From an optimization exercise on the open Yosys and OpenROAD flow, aimed at small area; shortcuts taken in it are not production practice. At most, simulation tests tie the RTL to the original design; equivalence was not proved. For runs 2 to 4, only the layout was checked, not whether the RTL still works. No activity file was given, so power comes from the tool's default toggle rates.

<file path="flow/flow/run.sh">
#!/bin/bash
# Standard layout, with each port buffered by the smallest buffer cell and
# clock tree synthesis without dummy loads.
set -euo pipefail
cd "$(dirname "$0")/.."
bash standard.sh \
  'BUFFER_PORTS_ARGS=-buffer_cell sky130_fd_sc_hd__buf_1' \
  'CTS_ARGS=-sink_clustering_enable -repair_clock_nets -sink_clustering_size 20 -sink_clustering_max_diameter 55 -buf_list sky130_fd_sc_hd__clkbuf_8 -dont_use_dummy_load' \
  finish > standard_flow.log 2>&1
</file>
<file path="flow/standard.sh">
#!/bin/bash
# synth_recipe.tcl (not shown) runs the flow's synth.tcl, then flattens the netlist and writes it again
# the make line also repeats each setting of config.mk as NAME=value (left out here)
make -C /OpenROAD-flow-scripts/flow DESIGN_CONFIG=/design/flow/config.mk WORK_HOME=/design/flow/orfs CLKGATE_MAP_FILE= SYNTH_SCRIPT=/design/flow/synth_recipe.tcl "${@:-finish}"
</file>
<file path="flow/config.mk">
export PLATFORM = sky130hd
export DESIGN_NAME = inst_buffer
export DESIGN_NICKNAME = inst_buffer
export VERILOG_FILES = /design/flow/design.v
export SDC_FILE = /design/flow/constraint.sdc
export NUM_CORES = 4
export LEC_CHECK = 0
export CAP_MARGIN = 20
export CORE_MARGIN = 2
export CORE_UTILIZATION = 75
export PLACE_DENSITY = 0.8
export SLEW_MARGIN = 20
export SYNTH_HIERARCHICAL = 1
export SYNTH_MINIMUM_KEEP_SIZE = 0
</file>
<file path="flow/constraint.sdc">
create_clock -name core_clock -period 6.0 [get_ports {clk}]
set_input_delay 1.2000 -clock core_clock [delete_from_list [all_inputs] [get_ports {clk}]]
set_output_delay 1.2000 -clock core_clock [all_outputs]
set_load 0.01 [all_outputs]
</file>
<file path="flow/design.v">
module inst_buffer #(
  parameter int DEPTH       = 16,
  parameter int FULL_MARGIN = 4
) (
  input  logic        clk,
  input  logic        rst,
  input  logic        flush,
  input  logic        data_ok1,
  input  logic        data_ok2,
  input  logic [31:0] rdata1,
  input  logic [31:0] rdata2,
  input  logic [31:0] raddr1,
  input  logic [31:0] raddr2,
  input  logic [34:0] predict_pkt1,
  input  logic [34:0] predict_pkt2,
  input  logic        dec_stall,
  output logic        instbuffer_full,
  output logic        issue_valid1,
  output logic        issue_valid2,
  output logic [31:0] issue_inst1,
  output logic [31:0] issue_inst2,
  output logic [31:0] issue_addr1,
  output logic [31:0] issue_addr2,
  output logic [34:0] issue_pkt1,
  output logic [34:0] issue_pkt2,
  output logic        overflow_err
);
  localparam int AW = $clog2(DEPTH);
  localparam int CW = AW + 1;
  localparam int HD = DEPTH / 2;
  localparam int W  = 99;
  logic [W-1:0]  bank_e [HD];
  logic [W-1:0]  bank_o [HD];
  logic [AW-1:0] rd_ptr_q, wr_ptr_q;
  logic [CW-1:0] count_q;
  logic          ovf_q;
  assign wr_ptr_q = rd_ptr_q + count_q[AW-1:0];
  logic          drop, valid1, valid2, we1, we2;
  logic [AW-1:0] wr_ptr_p1, rd_ptr_p1;
  logic [W-1:0]  in1, in2, wdn_e, wdn_o;
  localparam int NG = 1;                  
  localparam int GW = (W + NG - 1) / NG;   
  logic [HD-1:0] sel_e [NG];
  logic [HD-1:0] sel_o [NG];
  logic [HD-1:0] wen_e [NG];
  logic [HD-1:0] wen_o [NG];
  logic [NG-1:0] wsel;
  logic [W-1:0]  rd_e, rd_o, out1, out2;
  logic [NG-1:0] sel1_e, sel1_o, sel2_e, sel2_o;
  assign in1 = {predict_pkt1, raddr1, rdata1};
  assign in2 = {predict_pkt2, raddr2, rdata2};
  logic c16, c15;
  logic [2:0] delta;   
  always_comb begin
    c16       = count_q[CW-1];
    c15       = ~count_q[CW-1] & (&count_q[CW-2:0]);
    drop      = data_ok1 & (c16 | (c15 & data_ok2));
    valid1    = (count_q != '0) & ~dec_stall;
    valid2    = (count_q[CW-1:1] != '0) & ~dec_stall;
    we1       = ~flush & data_ok1 & ~c16;
    we2       = ~flush & data_ok1 & data_ok2 & ~c16 & ~c15;
    wr_ptr_p1 = wr_ptr_q + AW'(1);
    rd_ptr_p1 = rd_ptr_q + AW'(1);
    delta     = 3'({we2, we1 ^ we2}) - 3'({valid2, valid1 ^ valid2});
  end
  always_ff @(posedge clk or negedge rst) begin
    if (!rst) begin
      rd_ptr_q <= '0;
      count_q  <= '0;
      ovf_q    <= 1'b0;
    end else if (flush) begin
      rd_ptr_q <= '0;
      count_q  <= '0;
      ovf_q    <= 1'b0;
    end else begin
      rd_ptr_q <= rd_ptr_q + AW'({valid2, valid1 ^ valid2});
      count_q  <= count_q + {{(CW-2){delta[2]}}, delta[1:0]};
      ovf_q    <= ovf_q | drop;
    end
  end
  for (genvar b = 0; b < W; b++) begin : g_wmux
    ib_mux2i u_we (.a(in1[b]), .b(in2[b]), .s(wsel[b / GW]), .y(wdn_e[b]));
    ib_mux2i u_wo (.a(in2[b]), .b(in1[b]), .s(wsel[b / GW]), .y(wdn_o[b]));
  end
  logic [AW-2:0] wrow_e, wrow_o, rrow_e, rrow_o;
  logic          wbe, wbo;
  always_comb begin
    wrow_o = wr_ptr_q[AW-1:1];
    wrow_e = wr_ptr_p1[AW-1:1];
    wbe    = wr_ptr_q[0] ? we2 : we1;
    wbo    = wr_ptr_q[0] ? we1 : we2;
    rrow_o = rd_ptr_q[AW-1:1];
    rrow_e = rd_ptr_p1[AW-1:1];
  end
  for (genvar g = 0; g < NG; g++) begin : g_dec
    ib_dec u_dec (
      .rrow_e(rrow_e), .rrow_o(rrow_o), .wrow_e(wrow_e), .wrow_o(wrow_o),
      .wbe(wbe), .wbo(wbo), .rd0(rd_ptr_q[0]), .cnt0(count_q[0]),
      .valid1(valid1), .valid2(valid2),
      .sel_e_n(sel_e[g]), .sel_o_n(sel_o[g]), .wen_e(wen_e[g]), .wen_o(wen_o[g]),
      .sel1_e(sel1_e[g]), .sel1_o(sel1_o[g]), .sel2_e(sel2_e[g]), .sel2_o(sel2_o[g]),
      .wsel(wsel[g]));
  end
  always_ff @(posedge clk) begin
    for (int j = 0; j < HD; j++) begin
      for (int b = 0; b < W; b++) begin
        if (wen_e[b / GW][j]) bank_e[j][b] <= wdn_e[b];
        if (wen_o[b / GW][j]) bank_o[j][b] <= wdn_o[b];
      end
    end
  end
  for (genvar b = 0; b < W; b++) begin : g_rd
    logic [3:0] xe, xo;
    for (genvar k = 0; k < HD / 2; k++) begin : g_pair
      ib_oa22n u_e (.a1(sel_e[b / GW][2*k]), .a2(bank_e[2*k][b]), .b1(sel_e[b / GW][2*k+1]), .b2(bank_e[2*k+1][b]),
                    .y(xe[k]));
      ib_oa22n u_o (.a1(sel_o[b / GW][2*k]), .a2(bank_o[2*k][b]), .b1(sel_o[b / GW][2*k+1]), .b2(bank_o[2*k+1][b]),
                    .y(xo[k]));
    end
    ib_or4   u_e3 (.a(xe[0]), .b(xe[1]), .c(xe[2]), .d(xe[3]), .y(rd_e[b]));
    ib_or4   u_o3 (.a(xo[0]), .b(xo[1]), .c(xo[2]), .d(xo[3]), .y(rd_o[b]));
    ib_ao22  u_s1 (.a1(sel1_e[b / GW]), .a2(rd_e[b]), .b1(sel1_o[b / GW]), .b2(rd_o[b]), .y(out1[b]));
    ib_ao22  u_s2 (.a1(sel2_e[b / GW]), .a2(rd_e[b]), .b1(sel2_o[b / GW]), .b2(rd_o[b]), .y(out2[b]));
  end
  assign issue_valid1    = valid1;
  assign issue_valid2    = valid2;
  assign issue_inst1     = out1[31:0];
  assign issue_addr1     = out1[63:32];
  assign issue_pkt1      = out1[98:64];
  assign issue_inst2     = out2[31:0];
  assign issue_addr2     = out2[63:32];
  assign issue_pkt2      = out2[98:64];
  assign instbuffer_full = count_q > CW'(DEPTH - FULL_MARGIN);
  assign overflow_err    = ovf_q;
endmodule
module ib_dec (
  input  logic [2:0] rrow_e, rrow_o, wrow_e, wrow_o,
  input  logic       wbe, wbo, rd0, cnt0, valid1, valid2,
  output logic [7:0] sel_e_n, sel_o_n, wen_e, wen_o,
  output logic       sel1_e, sel1_o, sel2_e, sel2_o, wsel
);
  always_comb begin
    for (int j = 0; j < 8; j++) begin
      sel_e_n[j] = ~(rrow_e == 3'(j));
      sel_o_n[j] = ~(rrow_o == 3'(j));
      wen_e[j]   = wbe & (wrow_e == 3'(j));
      wen_o[j]   = wbo & (wrow_o == 3'(j));
    end
    sel1_e = valid1 & ~rd0;
    sel1_o = valid1 &  rd0;
    sel2_e = valid2 &  rd0;
    sel2_o = valid2 & ~rd0;
    wsel   = rd0 ^ cnt0;
  end
endmodule
module ib_mux2i (input logic a, b, s, output logic y);
  assign y = ~(s ? b : a);
endmodule
module ib_or4 (input logic a, b, c, d, output logic y);
  assign y = a | b | c | d;
endmodule
module ib_oa22n (input logic a1, a2, b1, b2, output logic y);
  assign y = ~((a1 | a2) & (b1 | b2));
endmodule
module ib_ao22 (input logic a1, a2, b1, b2, output logic y);
  assign y = (a1 & a2) | (b1 & b2);
endmodule
</file>
==> run summary, run 1 <==
clock period minus worst slack: 5.680 ns
dpl cells: 4,628
CP arrival: 4.48 ns
WL/cell: 32.98 µm
Post-Syn Area per Cell: 19.03 µm²
FILL cells: 3,783
worst-case vdd ir drop: 0.3303 mV
Async S/R FF share, synth: 0.6274%
Die Ht: 284.2 µm
commonest non-fill, non-tap cells in the layout: edfxtp_1, o22ai_1, buf_1
Post-synth top flop: edfxtp_1
Syn. warnings: 16
dpl ws: 1.138 ns
commonest non-fill, non-tap cell in the layout: edfxtp_1
Lkg Pwr: 19.71 nW
pwr/cell area: 394.6 nW/µm²
fin nets: 3,914
CTS tree: yes
width of the die: 284.2 µm
post-synth cell types: 36
H-tree depth: 3
area grow syn2layout: 9.356%
GRT Util Overall: 38.51%
final WL: 156,200 µm
Hold WS: 0.4267 ns
unrepaired setup endpoints after global routing: false
1st-pass router iterations: 6
worst-margin pin slew: 1.187 ns
total gr overflow: 0
Hold Path Class: in2async
Num CTS Buffers: 104
Die Area: 80,770 µm²
Final Cycle Share: 94.67%
Vias/cell: 7.669
initial DRC count: 5,486
port bufs: 405
max-slew violation count: 0
Antenna Violating Nets Remaining: 0
Syn Nets: 3,315
pin count of the biggest net entering global routing: 111
dpl hpwl: 87,840 µm
Post-synth EDFFs: 1,584
# IOs: 406
Sink Count: 1,594
initial antenna violation count: 8
final hold vios: 0
Skew-Pair Late Insertion Delay: 0.74 ns
core area: 77,590 µm²
Setup Fix Bufs, Post-CTS: 0
clock root buffer: clkbuf_8
first-pass GRT wire length: 227,200 µm
Worst Path Class, Setup: reg2out
layout cell share with drive strength beyond 1: 6.176%
clk_skew: 0.05504 ns
Initial Util: 75.89%
via count: 36,313
clk slew on worst S/H paths: 0.11 ns
max_cap viols: 0
fmax: 0.1760 GHz
Worst setup EP type: output port
# resized after CTS: 0
Crit Path Max Fanout: 45
CTS max path bufs: 3
# DRC: 0
CP Data Required Time: 4.80 ns
sequential-to-total area share from yosys stat: 81.20%
Overall Power: 25.41 mW
Final setup viols: 0
fin worst setup slack: 0.3197 ns
vias in the first global route: 36,523
Synth Instances: 3,095
Cell Rows: 102
Non-Filler Instances: 4,735
Relative slew margins: 20.89%
Worst setup SP type: register
outcome: timing/DRC/antenna clean
Hold Buf Count CTS: 0
mapped cell area: 58,890 µm²
routability cong.: 0.8234
Synth Register Bits: 1,594
setup TNS: 0 ns
[final cells by class]
| type | instances | area [µm²] | share of cell area, % |
|---|---|---|---|
| flip-flops and latches | 1594 | 47820 | 74.26 |
| multi-input cells | 1489 | 11190 | 17.38 |
| repair buffers | 494 | 2601 | 4.040 |
| clock buffers | 104 | 1431 | 2.223 |
| well taps | 1040 | 1301 | 2.021 |
| inverters | 11 | 41.29 | 0.06412 |
| diodes | 3 | 7.507 | 0.01166 |
[routing by layer]
metal	GRT usage [%]	vias up	part of all wire, %
li1	-	14804	-
met1	52.30	17865	33
met2	61.94	3171	49
met3	8.756	463	14
met4	15.47	10	4.1
met5	0	-	0.044
[metrics by stage]
stage / utilization, % / instance area, µm²
floorplan: - / 58930
global placement: 81.13 / 62960
detailed placement: 81.13 / 62960
CTS: 82.98 / 64390
global route: 82.99 / 64390
finish: 82.99 / 64390
[cell usage after synthesis, types with 2 or more instances]
library cell / n / area share, %
edfxtp_1: 1584 / 81
o22ai_1: 792 / 8.4
a22o_1: 198 / 2.9
mux2i_1: 198 / 3.4
or4_1: 198 / 2.5
ha_1: 12 / 0.25
inv_1: 11 / 0.070
dfrtp_1: 10 / 0.42
nor2b_1: 8 / 0.085
a21oi_1: 7 / 0.059
nor2_1: 7 / 0.045
xor2_1: 7 / 0.10
and4b_1: 6 / 0.10
and4bb_2: 6 / 0.13
nand3_1: 6 / 0.051
nand3b_1: 6 / 0.076
or3b_1: 6 / 0.089
xnor2_1: 5 / 0.074
fa_1: 4 / 0.14
a21o_1: 2 / 0.025
and2_1: 2 / 0.021
and4_1: 2 / 0.030
nor3b_1: 2 / 0.025
nor4b_1: 2 / 0.030
o21ai_0: 2 / 0.017
or3_1: 2 / 0.021
[worst max-delay path, stage by stage, from the launching register on]
cell	delay [ns]
dfrtp_1	0.68
ha_1	0.26
xor2_1	0.50
or3b_4	0.78
buf_12	0.34
o22ai_1	0.12
or4_1	0.63
a22o_1	0.25
buf_1	0.13
[final timing paths]
path / endpoint / slack, ns / start / cells past startpoint
worst min-delay path: count_q[4] / 0.43 / rst / 1
worst max-delay path: issue_pkt2[32] / 0.32 / rd_ptr_q[1] / 8
min in group core_clock: ovf_q / 0.52 / ovf_q / 2
worst max register to register: bank_e[7][88] / 1.46 / rd_ptr_q[0] / 7
worst min register to register: ovf_q / 0.52 / ovf_q / 2
max in group asynchronous: rd_ptr_q[0] / 5.11 / rst / 1
[cells by family (layout without fill, tap and decap cells)]
group	Yosys count	in the layout	share of synthesized area (%)
AOI/OAI and AO/OA	1004	1004	11.50
xor gates and xnor gates	12	12	0.1785
adders and majority gates	16	16	0.3910
buffers and inverters	12	609	0.07649
DFF	1594	1594	81.20
muxes	198	198	3.366
other	0	3	0
and+or+nand+nor	259	259	3.285
[where the power goes]
part	switching (mW)	internal, mW	total [mW]
Sequential	0.249	13.7	13.9
Combinational	4.78	2.17	6.94
Clock	3.01	1.55	4.57
Total	8.04	17.4	25.4
[modules after synthesis, one instance, submodules excluded]
module | flip-flops and latches | cells | cell area (µm²)
inst_buffer | 1594 | 1672 | 48400
ib_dec | 0 | 37 | 324.1
ib_mux2i | 0 | 1 | 10.01
ib_ao22 | 0 | 1 | 8.758
ib_or4 | 0 | 1 | 7.507
ib_oa22n | 0 | 1 | 6.256
[state kept, by name (all words and copies together) (netlist names)]
| register | cells |
|---|---|
| bank_e | 792 |
| bank_o | 792 |
| count_q | 5 |
| rd_ptr_q | 4 |
| ovf_q | 1 |
==> inputs of run 2 (changes only) <==
--- a/flow/design.v
+++ b/flow/design.v
@@ -34,9 +34,10 @@
   logic [AW-1:0] rd_ptr_q, wr_ptr_q;
   logic [CW-1:0] count_q;
   logic          ovf_q;
+  logic [AW-2:0] rrow_e_q;   
   assign wr_ptr_q = rd_ptr_q + count_q[AW-1:0];
   logic          drop, valid1, valid2, we1, we2;
-  logic [AW-1:0] wr_ptr_p1, rd_ptr_p1;
+  logic [AW-1:0] wr_ptr_p1, rd_ptr_p1, rd_ptr_p2;
   logic [W-1:0]  in1, in2, wdn_e, wdn_o;
   localparam int NG = 1;                  
   localparam int GW = (W + NG - 1) / NG;   
@@ -61,19 +62,23 @@
     we2       = ~flush & data_ok1 & data_ok2 & ~c16 & ~c15;
     wr_ptr_p1 = wr_ptr_q + AW'(1);
     rd_ptr_p1 = rd_ptr_q + AW'(1);
+    rd_ptr_p2 = rd_ptr_q + AW'({valid2, valid1 ^ valid2}) + AW'(1);
     delta     = 3'({we2, we1 ^ we2}) - 3'({valid2, valid1 ^ valid2});
   end
   always_ff @(posedge clk or negedge rst) begin
     if (!rst) begin
       rd_ptr_q <= '0;
+      rrow_e_q <= '0;
       count_q  <= '0;
       ovf_q    <= 1'b0;
     end else if (flush) begin
       rd_ptr_q <= '0;
+      rrow_e_q <= '0;
       count_q  <= '0;
       ovf_q    <= 1'b0;
     end else begin
       rd_ptr_q <= rd_ptr_q + AW'({valid2, valid1 ^ valid2});
+      rrow_e_q <= rd_ptr_p2[AW-1:1];
       count_q  <= count_q + {{(CW-2){delta[2]}}, delta[1:0]};
       ovf_q    <= ovf_q | drop;
     end
@@ -90,7 +95,7 @@
     wbe    = wr_ptr_q[0] ? we2 : we1;
     wbo    = wr_ptr_q[0] ? we1 : we2;
     rrow_o = rd_ptr_q[AW-1:1];
-    rrow_e = rd_ptr_p1[AW-1:1];
+    rrow_e = rrow_e_q;
   end
   for (genvar g = 0; g < NG; g++) begin : g_dec
     ib_dec u_dec (
==> run summary, run 2 <==
layout cell share with drive strength beyond 1: 5.911% (was 6.176%)
GRT Util Overall: 39.55% (was 38.51%)
Critical Path Start: rrow_e_q[0] (was rd_ptr_q[1])
Antenna Violating Nets Remaining: 0 (unchanged)
unrepaired setup endpoints after global routing: false (unchanged)
area grow syn2layout: 9.270% (was 9.356%)
mapped cell area: 58,990 µm² (was 58,890 µm²)
initial antenna violation count: 17 (was 8)
sequential cell area: 47,890 µm² (was 47,820 µm²)
commonest non-fill, non-tap cells in the layout: edfxtp_1, o22ai_1, buf_1 (unchanged)
most frequent cell after synthesis: edfxtp_1 (unchanged)
Num CTS Buffers: 103 (was 104)
Relative slew margins: 20.02% (was 20.89%)
CP bufs+invs: 2 (unchanged)
clock root buffer: clkbuf_8 (unchanged)
Die Ht: 284.4 µm (was 284.2 µm)
Worst Path Class, Setup: reg2out (unchanged)
core area: 77,720 µm² (was 77,590 µm²)
final WL: 160,800 µm (was 156,200 µm)
initial DRC count: 5,702 (was 5,486)
setup TNS: 0 ns (unchanged)
Cell Rows: 102 (unchanged)
width of the die: 284.4 µm (was 284.2 µm)
outcome: timing/DRC/antenna clean (unchanged)
max_cap viols: 0 (unchanged)
first-pass GRT wire length: 231,300 µm (was 227,200 µm)
top cell type's share of synthesized area: 80.64% (was 80.78%)
r2r endpoint: bank_e[7][77] (was bank_e[7][88])
final hold vios: 0 (unchanged)
most frequent cells after synthesis: edfxtp_1, o22ai_1, a22o_1, mux2i_1, or4_1 (unchanged)
Hold Path Class: in2async (unchanged)
Largest regs: bank_e: 792 flops, bank_o: 792 flops, count_q: 5 flops (unchanged)
pwr/cell area: 387.9 nW/µm² (was 394.6 nW/µm²)
# resized after CTS: 0 (unchanged)
DP Area: 63,010 µm² (was 62,960 µm²)
clock period minus worst slack: 5.053 ns (was 5.680 ns)
CP peak stage delay: 0.83 ns (was 0.78 ns)
pin count of the biggest net entering global routing: 100 (was 111)
path depth of the worst reg2reg path: 7 (unchanged)
Post-Syn Area per Cell: 19.02 µm² (was 19.03 µm²)
CP arrival: 3.85 ns (was 4.48 ns)
sequential-to-total area share from yosys stat: 81.19% (was 81.20%)
total gr overflow: 0 (unchanged)
design area: 64,450 µm² (was 64,390 µm²)
WL/cell: 33.91 µm (was 32.98 µm)
Setup Fix Bufs, Post-CTS: 0 (unchanged)
CTS max path bufs: 3 (unchanged)
# DRC: 0 (unchanged)
vias in the first global route: 36,758 (was 36,523)
Die Area: 80,910 µm² (was 80,770 µm²)
Hold Buf Count CTS: 0 (unchanged)
clk slew on worst S/H paths: 0.11 ns (about the same)
Worst setup SP type: register (unchanged)
CP Cell Sequence: or3b_4 > buf_4 > o22ai_1 > or4_1 > a22o_1 > buf_1 (was ha_1 > xor2_1 > or3b_4 > buf_12 > o22ai_1 > or4_1 > a22o_1 > buf_1)
CTS tree: yes (unchanged)
Syn. warnings: 16 (unchanged)
worst-margin pin slew: 1.200 ns (was 1.187 ns)
Initial Util: 75.89% (about the same)
Crit Path Max Fanout: 39 (was 45)
# IOs: 406 (unchanged)
clk_skew: 0.05442 ns (was 0.05504 ns)
reg2reg start: rd_ptr_q[0] (unchanged)
largest cells by area after synthesis: edfxtp_1, o22ai_1, mux2i_1 (unchanged)
CP Data Required Time: 4.80 ns (about the same)
Slowest-stage cell, CP: or3b_4 (unchanged)
Core Util, Final: 82.93% (was 82.99%)
worst-case vdd ir drop: 0.4219 mV (was 0.3303 mV)
dpl hpwl: 87,580 µm (was 87,840 µm)
1st-pass router iterations: 5 (was 6)
Synth Instances: 3,102 (was 3,095)
FILL cells: 3,611 (was 3,783)
commonest non-fill, non-tap cell in the layout: edfxtp_1 (unchanged)
Post-synth top flop: edfxtp_1 (unchanged)
Post-synth EDFFs: 1,584 (unchanged)
post-synth cell types: 38 (was 36)
Worst setup EP type: output port (unchanged)
Final Cycle Share: 84.21% (was 94.67%)
Async S/R FF share, synth: 0.8140% (was 0.6274%)
fmax: 0.1979 GHz (was 0.1760 GHz)
area leader, netlist: edfxtp_1 (unchanged)
Skew-Pair Late Insertion Delay: 0.77 ns (was 0.74 ns)
Non-Filler Instances: 4,740 (was 4,735)
dpl cells: 4,625 (was 4,628)
H-tree depth: 3 (unchanged)
Top Family by Delay on Critical Path: simple AND/OR/NAND/NOR gates (unchanged)
routability cong.: 0.8470 (was 0.8234)
via count: 36,791 (was 36,313)
Synth Register Bits: 1,597 (was 1,594)
Syn Nets: 3,322 (was 3,315)
port bufs: 405 (unchanged)
fin nets: 3,910 (was 3,914)
Sink Count: 1,597 (was 1,594)
Final setup viols: 0 (unchanged)
Lkg Pwr: 19.71 nW (unchanged)
max-slew violation count: 0 (unchanged)
R2R setup slack: 1.68 ns (was 1.46 ns)
Vias/cell: 7.762 (was 7.669)
multi-input logic area: 11,220 µm² (was 11,190 µm²)
-- run 2: cell count changes after synthesis --
| cell | before | now |
|---|---|---|
| dfrtp_1 | 10 | 13 |
| nor2b_1 | 8 | 10 |
| a31oi_1 | 0 | 1 |
| mux2_2 | 0 | 1 |
| nor2_1 | 7 | 8 |
| xnor2_1 | 5 | 4 |
-- run 2: stage by stage --
stage                     total power, mW  hold slack (ns)  setup slack (ns)
after global placement              20.24           0.4867             1.697
after detailed placement            20.51           0.4961             1.498
final                               25.00           0.4870            0.9471
after floorplan                     18.00           0.5264            -1.694
after CTS                           24.81           0.4474             1.001
after global routing                25.64           0.5143            0.8984
-- run 2: cell type report --
type | count | area share (%)
multi-input cells | 1493 | 17.41
clock buffers | 103 | 2.199
repair buffers | 484 | 3.958
diodes | 12 | 0.04659
well taps | 1040 | 2.019
inverters | 11 | 0.06406
flip-flops and latches | 1597 | 74.31
-- run 2: kinds of logic (layout without fill, tap and decap cells) --
group | Yosys count | after routing | share of synthesized area, %
flops | 1597 | 1597 | 81.19
compound gates | 1005 | 1005 | 11.49
simple gates | 262 | 262 | 3.307
mux | 199 | 199 | 3.379
fa+ha+maj | 16 | 16 | 0.3903
buf+inv | 12 | 598 | 0.07636
xor+xnor | 11 | 11 | 0.1633
other cells | 0 | 12 | 0
-- run 2: how the worst max path moves through the flow --
stage,end,depth (start not counted)
after global placement,issue_addr1[25],6
after global routing,issue_inst1[3],6
after detailed placement,issue_pkt1[31],6
after CTS,issue_addr1[5],6
final,issue_pkt1[34],6
after floorplan,bank_o[0][0],4
-- run 2: Yosys stat by module (local to each module, per instance) --
| module | flip-flops and latches | cells inside | times used | area [µm²] |
|---|---|---|---|---|
| ib_ao22 | 0 | 1 | 198 | 8.758 |
| ib_or4 | 0 | 1 | 198 | 7.507 |
| ib_oa22n | 0 | 1 | 792 | 6.256 |
| ib_dec | 0 | 37 | 1 | 324.1 |
| inst_buffer | 1597 | 1679 | 1 | 48500 |
| ib_mux2i | 0 | 1 | 198 | 10.01 |
-- run 2: per-layer routing --
| metal | global-route usage, % | up-vias | share of wire [%] |
|---|---|---|---|
| met4 | 17.66 | 10 | 4.6 |
| li1 | - | 14793 | - |
| met2 | 63.26 | 3334 | 48 |
| met5 | 0 | - | 0.043 |
| met1 | 53.63 | 18117 | 32 |
| met3 | 8.523 | 537 | 15 |
-- run 2: power by group --
part           switching, mW  internal [mW]  total (mW)
sequential             0.249           13.7        13.9
clock                   3.00           1.54        4.54
combinational           4.56           1.98        6.54
==> inputs of run 3 (changes only) <==
--- a/flow/design.v
+++ b/flow/design.v
@@ -39,7 +39,7 @@
   logic          drop, valid1, valid2, we1, we2;
   logic [AW-1:0] wr_ptr_p1, rd_ptr_p1, rd_ptr_p2;
   logic [W-1:0]  in1, in2, wdn_e, wdn_o;
-  localparam int NG = 1;                  
+  localparam int NG = 2;                  
   localparam int GW = (W + NG - 1) / NG;   
   logic [HD-1:0] sel_e [NG];
   logic [HD-1:0] sel_o [NG];
==> run summary, run 3 <==
Overall Power: 24.91 mW (was 25.00 mW)
FILL cells: 3,793 (was 3,611)
Switch Pwr: 7.770 mW (was 7.809 mW)
area grow syn2layout: 8.633% (was 9.270%)
pwr/cell area: 386.6 nW/µm² (was 387.9 nW/µm²)
Post-Syn Area per Cell: 18.89 µm² (was 19.02 µm²)
H-tree depth: 3 (unchanged)
commonest non-fill, non-tap cells in the layout: edfxtp_1, o22ai_1, buf_1, or4_1, a22o_1 (was edfxtp_1, o22ai_1, buf_1)
post-synth cell types: 38 (unchanged)
fin worst setup slack: 0.8799 ns (was 0.9471 ns)
# IOs: 406 (unchanged)
clk slew on worst S/H paths: 0.12 ns (was 0.11 ns)
Antenna Violating Nets Remaining: 0 (unchanged)
final hold vios: 0 (unchanged)
Detail Route met3 WL: 22,620 µm (was 23,610 µm)
dpl ws: 1.067 ns (was 1.498 ns)
pin count of the biggest net entering global routing: 99 (was 100)
# DRC: 0 (unchanged)
Sink Count: 1,597 (unchanged)
Critical Path Start: rrow_e_q[0] (unchanged)
Worst setup EP type: output port (unchanged)
width of the die: 285.2 µm (was 284.4 µm)
Lkg Pwr: 19.72 nW (was 19.71 nW)
WL met2: 71,350 µm (was 77,510 µm)
met1 wire length: 52,550 µm (was 52,160 µm)
Vias/cell: 7.573 (was 7.762)
Final setup viols: 0 (unchanged)
CP Data Required Time: 4.80 ns (about the same)
xor/xnor share of the synthesized area: 0.1772% (was 0.1633%)
Syn. warnings: 16 (unchanged)
unrepaired setup endpoints after global routing: false (unchanged)
Synth Instances: 3,139 (was 3,102)
Final Cycle Share: 85.34% (was 84.21%)
Hold Path Class: in2async (unchanged)
Die Ht: 285.2 µm (was 284.4 µm)
Post-Synth Simple-Gate Area: 3.821% (was 3.307%)
Die Area: 81,340 µm² (was 80,910 µm²)
core area: 78,610 µm² (was 77,720 µm²)
initial antenna violation count: 2 (was 17)
max_cap viols: 0 (unchanged)
vias in the first global route: 35,761 (was 36,758)
Largest regs: bank_e: 792 flops, bank_o: 792 flops, count_q: 5 flops (unchanged)
Cell Rows: 103 (was 102)
worst-case vdd ir drop: 0.4073 mV (was 0.4219 mV)
dpl cells: 4,668 (was 4,625)
Non-Filler Instances: 4,770 (was 4,740)
Relative slew margins: 22.34% (was 20.02%)
via count: 36,124 (was 36,791)
Hold Buf Count CTS: 0 (unchanged)
CP endpoint: issue_inst1[16] (was issue_pkt1[34])
mux contribution to synthesized area: 3.361% (was 3.379%)
Syn Nets: 3,359 (was 3,322)
CP arrival: 3.92 ns (was 3.85 ns)
outcome: timing/DRC/antenna clean (unchanged)
total gr overflow: 0 (unchanged)
Synth Area in Adders: 0.3882% (was 0.3903%)
sequential share of power: 56.0% (was 55.7%)
1st-pass router iterations: 6 (was 5)
R2R setup slack: 1.19 ns (was 1.68 ns)
Internal: 17.14 mW (was 17.19 mW)
mapped cell area: 59,310 µm² (was 58,990 µm²)
Post-synth top flop: edfxtp_1 (unchanged)
clock group share of total power: 17.9% (was 18.2%)
clock root buffer: clkbuf_8 (unchanged)
layout cell share with drive strength beyond 1: 6.590% (was 5.911%)
clock period minus worst slack: 5.120 ns (was 5.053 ns)
Worst Path Class, Setup: reg2out (unchanged)
Initial Util: 75.44% (was 75.89%)
largest family of logic cells by synthesized area: compound AO/OA/AOI/OAI gates (unchanged)
GRT Util Overall: 37.00% (was 39.55%)
worst-margin pin slew: 1.133 ns (was 1.200 ns)
reg2reg start: rd_ptr_q[0] (unchanged)
CTS tree: yes (unchanged)
routability cong.: 0.8132 (was 0.8470)
initial DRC count: 4,996 (was 5,702)
Synth Area in Compound Gates: 11.43% (was 11.49%)
Worst setup SP type: register (unchanged)
final WL: 151,800 µm (was 160,800 µm)
Post-synth EDFFs: 1,584 (unchanged)
r2r endpoint: bank_e[2][36] (was bank_e[7][77])
commonest non-fill, non-tap cell in the layout: edfxtp_1 (unchanged)
setup TNS: 0 ns (unchanged)
Num CTS Buffers: 99 (was 103)
area leader, netlist: edfxtp_1 (unchanged)
most frequent cells after synthesis: edfxtp_1, o22ai_1, a22o_1, mux2i_1, or4_1 (unchanged)
Hold WS: 0.5087 ns (was 0.4870 ns)
path depth of the worst reg2reg path: 6 (was 7)
most frequent cell after synthesis: edfxtp_1 (unchanged)
Crit Path Max Fanout: 29 (was 39)
dpl hpwl: 87,080 µm (was 87,580 µm)
Synth Register Bits: 1,597 (unchanged)
port bufs: 405 (unchanged)
Skew-Pair Late Insertion Delay: 0.76 ns (was 0.77 ns)
fin nets: 3,940 (was 3,910)
Setup Fix Bufs, Post-CTS: 0 (unchanged)
max-slew violation count: 0 (unchanged)
top cell type's share of synthesized area: 80.20% (was 80.64%)
largest cells by area after synthesis: edfxtp_1, o22ai_1, mux2i_1 (unchanged)
switch share: 31.20% (was 31.23%)
clk_skew: 0.08273 ns (was 0.05442 ns)
sequential-to-total area share from yosys stat: 80.75% (was 81.19%)
# resized after CTS: 0 (unchanged)
WL/cell: 31.82 µm (was 33.91 µm)
first-pass GRT wire length: 219,700 µm (was 231,300 µm)
fmax: 0.1953 GHz (was 0.1979 GHz)
Top Layer Used: met4 (was met5)
CTS max path bufs: 3 (unchanged)
Comb pwr share: 26.1% (was 26.2%)
Async S/R FF share, synth: 0.8140% (unchanged)
-- run 3: cell types whose count changed in the layout (fill, tap and decap cells not counted), moves of 5 or more --
cell      delta
and4bb_4     -5
and4b_4      -6
buf_4       +22
buf_12      -26
diode_2     -10
nand3b_1     +6
and4b_2     +12
and4bb_2    +11
-- run 3: worst min-delay path by stage --
stage	startpoint	end	slack, ns	cells past startpoint
finish	rst	ovf_q	0.51	1
global route	rst	ovf_q	0.57	1
CTS	rst	ovf_q	0.48	1
detailed placement	ovf_q	ovf_q	0.51	2
global placement	ovf_q	ovf_q	0.49	2
floorplan	ovf_q	ovf_q	0.53	2
-- run 3: cell families (layout without fill, tap and decap cells) --
group,Yosys count,in the layout
other cells,0,2
buf+inv,12,591
compound gates,1005,1005
mux,199,199
flops,1597,1597
simple gates,298,298
xor+xnor,12,12
fa+ha+maj,16,16
-- run 3: critical path: stages (launching register included) --
cell and delay, ns:
dfrtp_1 0.65, or3b_2 0.83, buf_4 0.48, o22ai_1 0.11
or4_1 0.70, a22o_1 0.27, buf_1 0.13
-- run 3: stage by stage --
step	instance area [µm²]	utilization, %
floorplan	59320	-
global placement	62980	80.11
detailed placement	63000	80.14
CTS	64360	81.87
global route	64430	81.96
finish	64430	81.96
-- run 3: per-module statistics from Yosys (local to each module, per instance) --
module       area (µm²)  cells inside
ib_ao22           8.758             1
ib_dec            324.1            37
ib_mux2i          10.01             1
ib_oa22n          6.256             1
ib_or4            7.507             1
inst_buffer       48500          1679
-- run 3: cell type report --
class | count | area [µm²] | share of cell area [%]
antenna | 2 | 5.005 | 0.007768
tap | 1050 | 1314 | 2.039
timing repair buffer | 481 | 2223 | 3.451
multi-input combinational | 1530 | 11590 | 17.99
clock buffer | 99 | 1363 | 2.115
sequential | 1597 | 47890 | 74.33
inverter | 11 | 41.29 | 0.06409
-- run 3: power groups by stage --
| stage | logic (mW) | clock network [mW] | registers (mW) |
|---|---|---|---|
| after detailed placement | 6.28 | 0 | 14.2 |
| after CTS | 6.30 | 4.46 | 13.9 |
| after global routing | 6.78 | 4.82 | 14.0 |
| after floorplan | 3.80 | 0 | 14.2 |
| after global placement | 6.07 | 0 | 14.1 |
| final | 6.51 | 4.45 | 14.0 |
-- run 3: per-layer routing --
layer  GRT usage, %  vias to the layer above
met2          57.04                     2826
met4          13.46                        0
met3          10.38                      357
li1               -                    14932
met1          51.96                    18009
met5              0                        -
==> inputs of run 4 (changes only) <==
--- a/flow/design.v
+++ b/flow/design.v
@@ -34,10 +34,9 @@
   logic [AW-1:0] rd_ptr_q, wr_ptr_q;
   logic [CW-1:0] count_q;
   logic          ovf_q;
-  logic [AW-2:0] rrow_e_q;   
   assign wr_ptr_q = rd_ptr_q + count_q[AW-1:0];
   logic          drop, valid1, valid2, we1, we2;
-  logic [AW-1:0] wr_ptr_p1, rd_ptr_p1, rd_ptr_p2;
+  logic [AW-1:0] wr_ptr_p1, rd_ptr_p1;
   logic [W-1:0]  in1, in2, wdn_e, wdn_o;
   localparam int NG = 2;                  
   localparam int GW = (W + NG - 1) / NG;   
@@ -62,23 +61,19 @@
     we2       = ~flush & data_ok1 & data_ok2 & ~c16 & ~c15;
     wr_ptr_p1 = wr_ptr_q + AW'(1);
     rd_ptr_p1 = rd_ptr_q + AW'(1);
-    rd_ptr_p2 = rd_ptr_q + AW'({valid2, valid1 ^ valid2}) + AW'(1);
     delta     = 3'({we2, we1 ^ we2}) - 3'({valid2, valid1 ^ valid2});
   end
   always_ff @(posedge clk or negedge rst) begin
     if (!rst) begin
       rd_ptr_q <= '0;
-      rrow_e_q <= '0;
       count_q  <= '0;
       ovf_q    <= 1'b0;
     end else if (flush) begin
       rd_ptr_q <= '0;
-      rrow_e_q <= '0;
       count_q  <= '0;
       ovf_q    <= 1'b0;
     end else begin
       rd_ptr_q <= rd_ptr_q + AW'({valid2, valid1 ^ valid2});
-      rrow_e_q <= rd_ptr_p2[AW-1:1];
       count_q  <= count_q + {{(CW-2){delta[2]}}, delta[1:0]};
       ovf_q    <= ovf_q | drop;
     end
@@ -95,13 +90,29 @@
     wbe    = wr_ptr_q[0] ? we2 : we1;
     wbo    = wr_ptr_q[0] ? we1 : we2;
     rrow_o = rd_ptr_q[AW-1:1];
-    rrow_e = rrow_e_q;
+    rrow_e = rd_ptr_p1[AW-1:1];
+  end
+  logic [3:0] re_hi, ro_hi, we_hi_n, wo_hi_n;
+  logic [1:0] re_lo, ro_lo, we_lo_n, wo_lo_n;
+  always_comb begin
+    for (int i = 0; i < 4; i++) begin
+      re_hi[i]   = rrow_e[2:1] == 2'(i);
+      ro_hi[i]   = rrow_o[2:1] == 2'(i);
+      we_hi_n[i] = ~(wrow_e[2:1] == 2'(i));
+      wo_hi_n[i] = ~(wrow_o[2:1] == 2'(i));
+    end
+    for (int i = 0; i < 2; i++) begin
+      re_lo[i]   = rrow_e[0] == 1'(i);
+      ro_lo[i]   = rrow_o[0] == 1'(i);
+      we_lo_n[i] = ~(wbe & (wrow_e[0] == 1'(i)));
+      wo_lo_n[i] = ~(wbo & (wrow_o[0] == 1'(i)));
+    end
   end
   for (genvar g = 0; g < NG; g++) begin : g_dec
     ib_dec u_dec (
-      .rrow_e(rrow_e), .rrow_o(rrow_o), .wrow_e(wrow_e), .wrow_o(wrow_o),
-      .wbe(wbe), .wbo(wbo), .rd0(rd_ptr_q[0]), .cnt0(count_q[0]),
-      .valid1(valid1), .valid2(valid2),
+      .re_hi(re_hi), .re_lo(re_lo), .ro_hi(ro_hi), .ro_lo(ro_lo),
+      .we_hi_n(we_hi_n), .we_lo_n(we_lo_n), .wo_hi_n(wo_hi_n), .wo_lo_n(wo_lo_n),
+      .rd0(rd_ptr_q[0]), .cnt0(count_q[0]), .valid1(valid1), .valid2(valid2),
       .sel_e_n(sel_e[g]), .sel_o_n(sel_o[g]), .wen_e(wen_e[g]), .wen_o(wen_o[g]),
       .sel1_e(sel1_e[g]), .sel1_o(sel1_o[g]), .sel2_e(sel2_e[g]), .sel2_o(sel2_o[g]),
       .wsel(wsel[g]));
@@ -139,17 +150,18 @@
   assign overflow_err    = ovf_q;
 endmodule
 module ib_dec (
-  input  logic [2:0] rrow_e, rrow_o, wrow_e, wrow_o,
-  input  logic       wbe, wbo, rd0, cnt0, valid1, valid2,
+  input  logic [3:0] re_hi, ro_hi, we_hi_n, wo_hi_n,
+  input  logic [1:0] re_lo, ro_lo, we_lo_n, wo_lo_n,
+  input  logic       rd0, cnt0, valid1, valid2,
   output logic [7:0] sel_e_n, sel_o_n, wen_e, wen_o,
   output logic       sel1_e, sel1_o, sel2_e, sel2_o, wsel
 );
   always_comb begin
     for (int j = 0; j < 8; j++) begin
-      sel_e_n[j] = ~(rrow_e == 3'(j));
-      sel_o_n[j] = ~(rrow_o == 3'(j));
-      wen_e[j]   = wbe & (wrow_e == 3'(j));
-      wen_o[j]   = wbo & (wrow_o == 3'(j));
+      sel_e_n[j] = ~(re_hi[j / 2] & re_lo[j % 2]);
+      sel_o_n[j] = ~(ro_hi[j / 2] & ro_lo[j % 2]);
+      wen_e[j]   = ~(we_hi_n[j / 2] | we_lo_n[j % 2]);
+      wen_o[j]   = ~(wo_hi_n[j / 2] | wo_lo_n[j % 2]);
     end
     sel1_e = valid1 & ~rd0;
     sel1_o = valid1 &  rd0;
==> run summary, run 4 <==
outcome: timing/DRC/antenna clean (unchanged)
Final Cycle Share: 95.09% (was 85.34%)
worst-case vdd ir drop: 0.3350 mV (was 0.4073 mV)
Setup Fix Bufs, Post-CTS: 0 (unchanged)
commonest non-fill, non-tap cell in the layout: edfxtp_1 (unchanged)
Hold Buf Count CTS: 0 (unchanged)
xor/xnor share of the synthesized area: 0.2350% (was 0.1772%)
mapped cell area: 59,100 µm² (was 59,310 µm²)
initial antenna violation count: 16 (was 2)
Lkg Pwr: 19.92 nW (was 19.72 nW)
port bufs: 405 (unchanged)
setup TNS: 0 ns (unchanged)
Syn. warnings: 16 (unchanged)
Worst setup SP type: register (unchanged)
Cell Rows: 102 (was 103)
clk_skew: 0.06943 ns (was 0.08273 ns)
CTS max path bufs: 3 (unchanged)
Sink Count: 1,594 (was 1,597)
area grow syn2layout: 9.597% (was 8.633%)
Post-Synth Simple-Gate Area: 3.419% (was 3.821%)
commonest non-fill, non-tap cells in the layout: edfxtp_1, o22ai_1, buf_1, or4_1, a22o_1 (unchanged)
dpl hpwl: 93,770 µm (was 87,080 µm)
most frequent cell after synthesis: edfxtp_1 (unchanged)
Die Area: 81,060 µm² (was 81,340 µm²)
Synth Register Bits: 1,594 (was 1,597)
area leader, netlist: edfxtp_1 (unchanged)
pin count of the biggest net entering global routing: 101 (was 99)
Hold WS: 0.4130 ns (was 0.5087 ns)
core area: 77,720 µm² (was 78,610 µm²)
most frequent cells after synthesis: edfxtp_1, o22ai_1, or4_1 (was edfxtp_1, o22ai_1, a22o_1, mux2i_1, or4_1)
CP Data Required Time: 4.80 ns (about the same)
R2R setup slack: 1.89 ns (was 1.19 ns)
initial DRC count: 5,701 (was 4,996)
Synth Area in Adders: 0.3896% (was 0.3882%)
Synth Instances: 3,164 (was 3,139)
Post-Syn Area per Cell: 18.68 µm² (was 18.89 µm²)
top cell type's share of synthesized area: 80.49% (was 80.20%)
# DRC: 0 (unchanged)
Post-synth top flop: edfxtp_1 (unchanged)
final WL: 163,600 µm (was 151,800 µm)
mux contribution to synthesized area: 3.354% (was 3.361%)
Post-synth EDFFs: 1,584 (unchanged)
Syn Nets: 3,384 (was 3,359)
# resized after CTS: 0 (unchanged)
largest cells by area after synthesis: edfxtp_1, o22ai_1, mux2i_1 (unchanged)
final hold vios: 0 (unchanged)
H-tree depth: 3 (unchanged)
FILL cells: 3,695 (was 3,793)
Final setup viols: 0 (unchanged)
Vias/cell: 7.730 (was 7.573)
path depth of the worst reg2reg path: 6 (unchanged)
clock period minus worst slack: 5.705 ns (was 5.120 ns)
r2r endpoint: bank_e[7][88] (was bank_e[2][36])
unrepaired setup endpoints after global routing: false (unchanged)
pwr/cell area: 398.6 nW/µm² (was 386.6 nW/µm²)
Die Ht: 284.7 µm (was 285.2 µm)
total gr overflow: 0 (unchanged)
largest family of logic cells by synthesized area: compound AO/OA/AOI/OAI gates (unchanged)
Synth Area in Compound Gates: 11.60% (was 11.43%)
width of the die: 284.7 µm (was 285.2 µm)
worst-margin pin slew: 1.251 ns (was 1.133 ns)
Initial Util: 76.04% (was 75.44%)
Hold Path Class: in2async (unchanged)
max_cap viols: 0 (unchanged)
Worst setup EP type: output port (unchanged)
max-slew violation count: 0 (unchanged)
CP arrival: 4.51 ns (was 3.92 ns)
Crit Path Max Fanout: 20 (was 29)
CTS tree: yes (unchanged)
layout cell share with drive strength beyond 1: 7.580% (was 6.590%)
WL/cell: 33.91 µm (was 31.82 µm)
first-pass GRT wire length: 234,700 µm (was 219,700 µm)
post-synth cell types: 40 (was 38)
via count: 37,291 (was 36,124)
Relative slew margins: 16.58% (was 22.34%)
Antenna Violating Nets Remaining: 0 (unchanged)
Worst Path Class, Setup: reg2out (unchanged)
sequential-to-total area share from yosys stat: 80.91% (was 80.75%)
routability cong.: 0.8685 (was 0.8132)
Largest regs: bank_e: 792 flops, bank_o: 792 flops, count_q: 5 flops (unchanged)
fin nets: 3,995 (was 3,940)
Skew-Pair Late Insertion Delay: 0.80 ns (was 0.76 ns)
Num CTS Buffers: 106 (was 99)
clk slew on worst S/H paths: 0.11 ns (was 0.12 ns)
# IOs: 406 (unchanged)
Async S/R FF share, synth: 0.6274% (was 0.8140%)
vias in the first global route: 37,070 (was 35,761)
fmax: 0.1753 GHz (was 0.1953 GHz)
clock root buffer: clkbuf_8 (unchanged)
1st-pass router iterations: 7 (was 6)
GRT Util Overall: 40.15% (was 37.00%)
reg2reg start: rd_ptr_q[0] (unchanged)
[run 4: cell types whose count changed in the layout (fill, tap and decap cells not counted), sizes merged, moves of 12 or more]
cell and change:
buf +25, nand3b -12, and4bb -12, nand2 +45, nor2 +36, and4b -12, or3b -12
[run 4: worst max path at each step]
stage / from / to / cells after the start
final: rd_ptr_q[0] / issue_inst1[9] / 10
after global routing: rd_ptr_q[0] / issue_addr2[14] / 11
after CTS: rd_ptr_q[0] / issue_addr1[7] / 8
after detailed placement: rd_ptr_q[0] / issue_addr2[7] / 8
after global placement: rd_ptr_q[0] / issue_inst2[10] / 8
after floorplan: rd_ptr_q[0] / bank_e[0][0] / 2
[run 4: report_power, final]
part	switching, mW	internal, mW	total, mW
Combinational	5.15	2.15	7.29
Clock	3.03	1.58	4.61
Sequential	0.240	13.7	13.9
Total	8.42	17.4	25.8
[run 4: kinds of logic (layout without fill, tap and decap cells)]
| family | Yosys count | in the layout |
|---|---|---|
| DFF | 1594 | 1594 |
| AOI/OAI and AO/OA | 1012 | 1012 |
| and+or+nand+nor | 317 | 317 |
| muxes | 198 | 198 |
| adders and majority gates | 16 | 16 |
| xor gates and xnor gates | 15 | 15 |
| buffers and inverters | 12 | 621 |
| other | 0 | 11 |
[run 4: worst max-delay path: stages, from the launching register on]
cell,delay [ns]
dfrtp_1,0.75
ha_2,0.37
inv_1,0.09
nand3_1,0.09
nand2_1,0.21
nand2_2,0.63
buf_4,0.43
o22ai_1,0.14
or4_1,0.64
a22o_1,0.26
buf_1,0.14
[run 4: per-module statistics from Yosys (local to each module, per instance)]
| module | cells inside | copies in the design | flip-flops and latches | cell area, µm² |
|---|---|---|---|---|
| inst_buffer | 1704 | 1 | 1594 | 48620 |
| ib_dec | 37 | 2 | 0 | 161.4 |
| ib_mux2i | 1 | 198 | 0 | 10.01 |
| ib_ao22 | 1 | 198 | 0 | 8.758 |
| ib_or4 | 1 | 198 | 0 | 7.507 |
| ib_oa22n | 1 | 792 | 0 | 6.256 |
[run 4: stage by stage]
step	util [%]	instance area, µm²	power, mW	instances	worst slack, ns
after floorplan	-	59110	18.18	3164	0.1860
final	83.33	64770	25.82	4824	0.2948
after detailed placement	81.41	63270	21.20	4707	0.8512
after global placement	81.41	63270	20.89	4707	0.9814
after global routing	83.33	64760	26.48	4821	0.1614
after CTS	83.29	64730	25.56	4813	0.08412
[run 4: cell type report]
cell class	instances	area (µm²)	area share [%]
Sequential cell	1594	47820	73.82
Multi-Input combinational cell	1558	11700	18.07
Timing Repair Buffer	506	2429	3.750
Clock buffer	106	1459	2.252
Tap cell	1040	1301	2.009
Inverter	9	33.78	0.05216
Antenna cell	11	27.53	0.04250
[run 4: per-layer routing]
layer,track usage [%],part of all wire [%],vias up
met5,0,0.056,-
met4,16.51,4.2,14
met3,11.25,16,517
met2,62.49,48,3442
met1,54.84,33,18333
li1,-,-,14985

-- re-timing with driven ports --
The flow's constraints put no driver on any port. The routed layouts listed below were extracted and timed again, unchanged, in two steps. Step 1 assumes that a clkbuf_16 drives the clock port and a buf_2 every other input. Step 2, shift: input delay + t, output delay - t, t = (earliest + latest rising clock arrival at the registers) / 2. This alone moves slack from input paths to output paths. Slacks: ideal / step 1 / step 2; pairs: ideal / step 1.
| run | t, ns | setup WS [ns] | worst register clock-pin slew, ns | cell pins on the clock port's net |
|---|---|---|---|---|
| run 1 | 0.796 | 0.320 / 0.249 / 1.046 | 0.12 / 0.12 | 1 |
| run 2 | 0.831 | 0.947 / 0.875 / 1.344 | 0.12 / 0.12 | 1 |
| run 3 | 0.788 | 0.880 / 0.813 / 1.193 | 0.12 / 0.12 | 1 |
| run 4 | 0.826 | 0.295 / 0.226 / 1.052 | 0.12 / 0.12 | 1 |
After both steps every run listed still meets setup and hold.
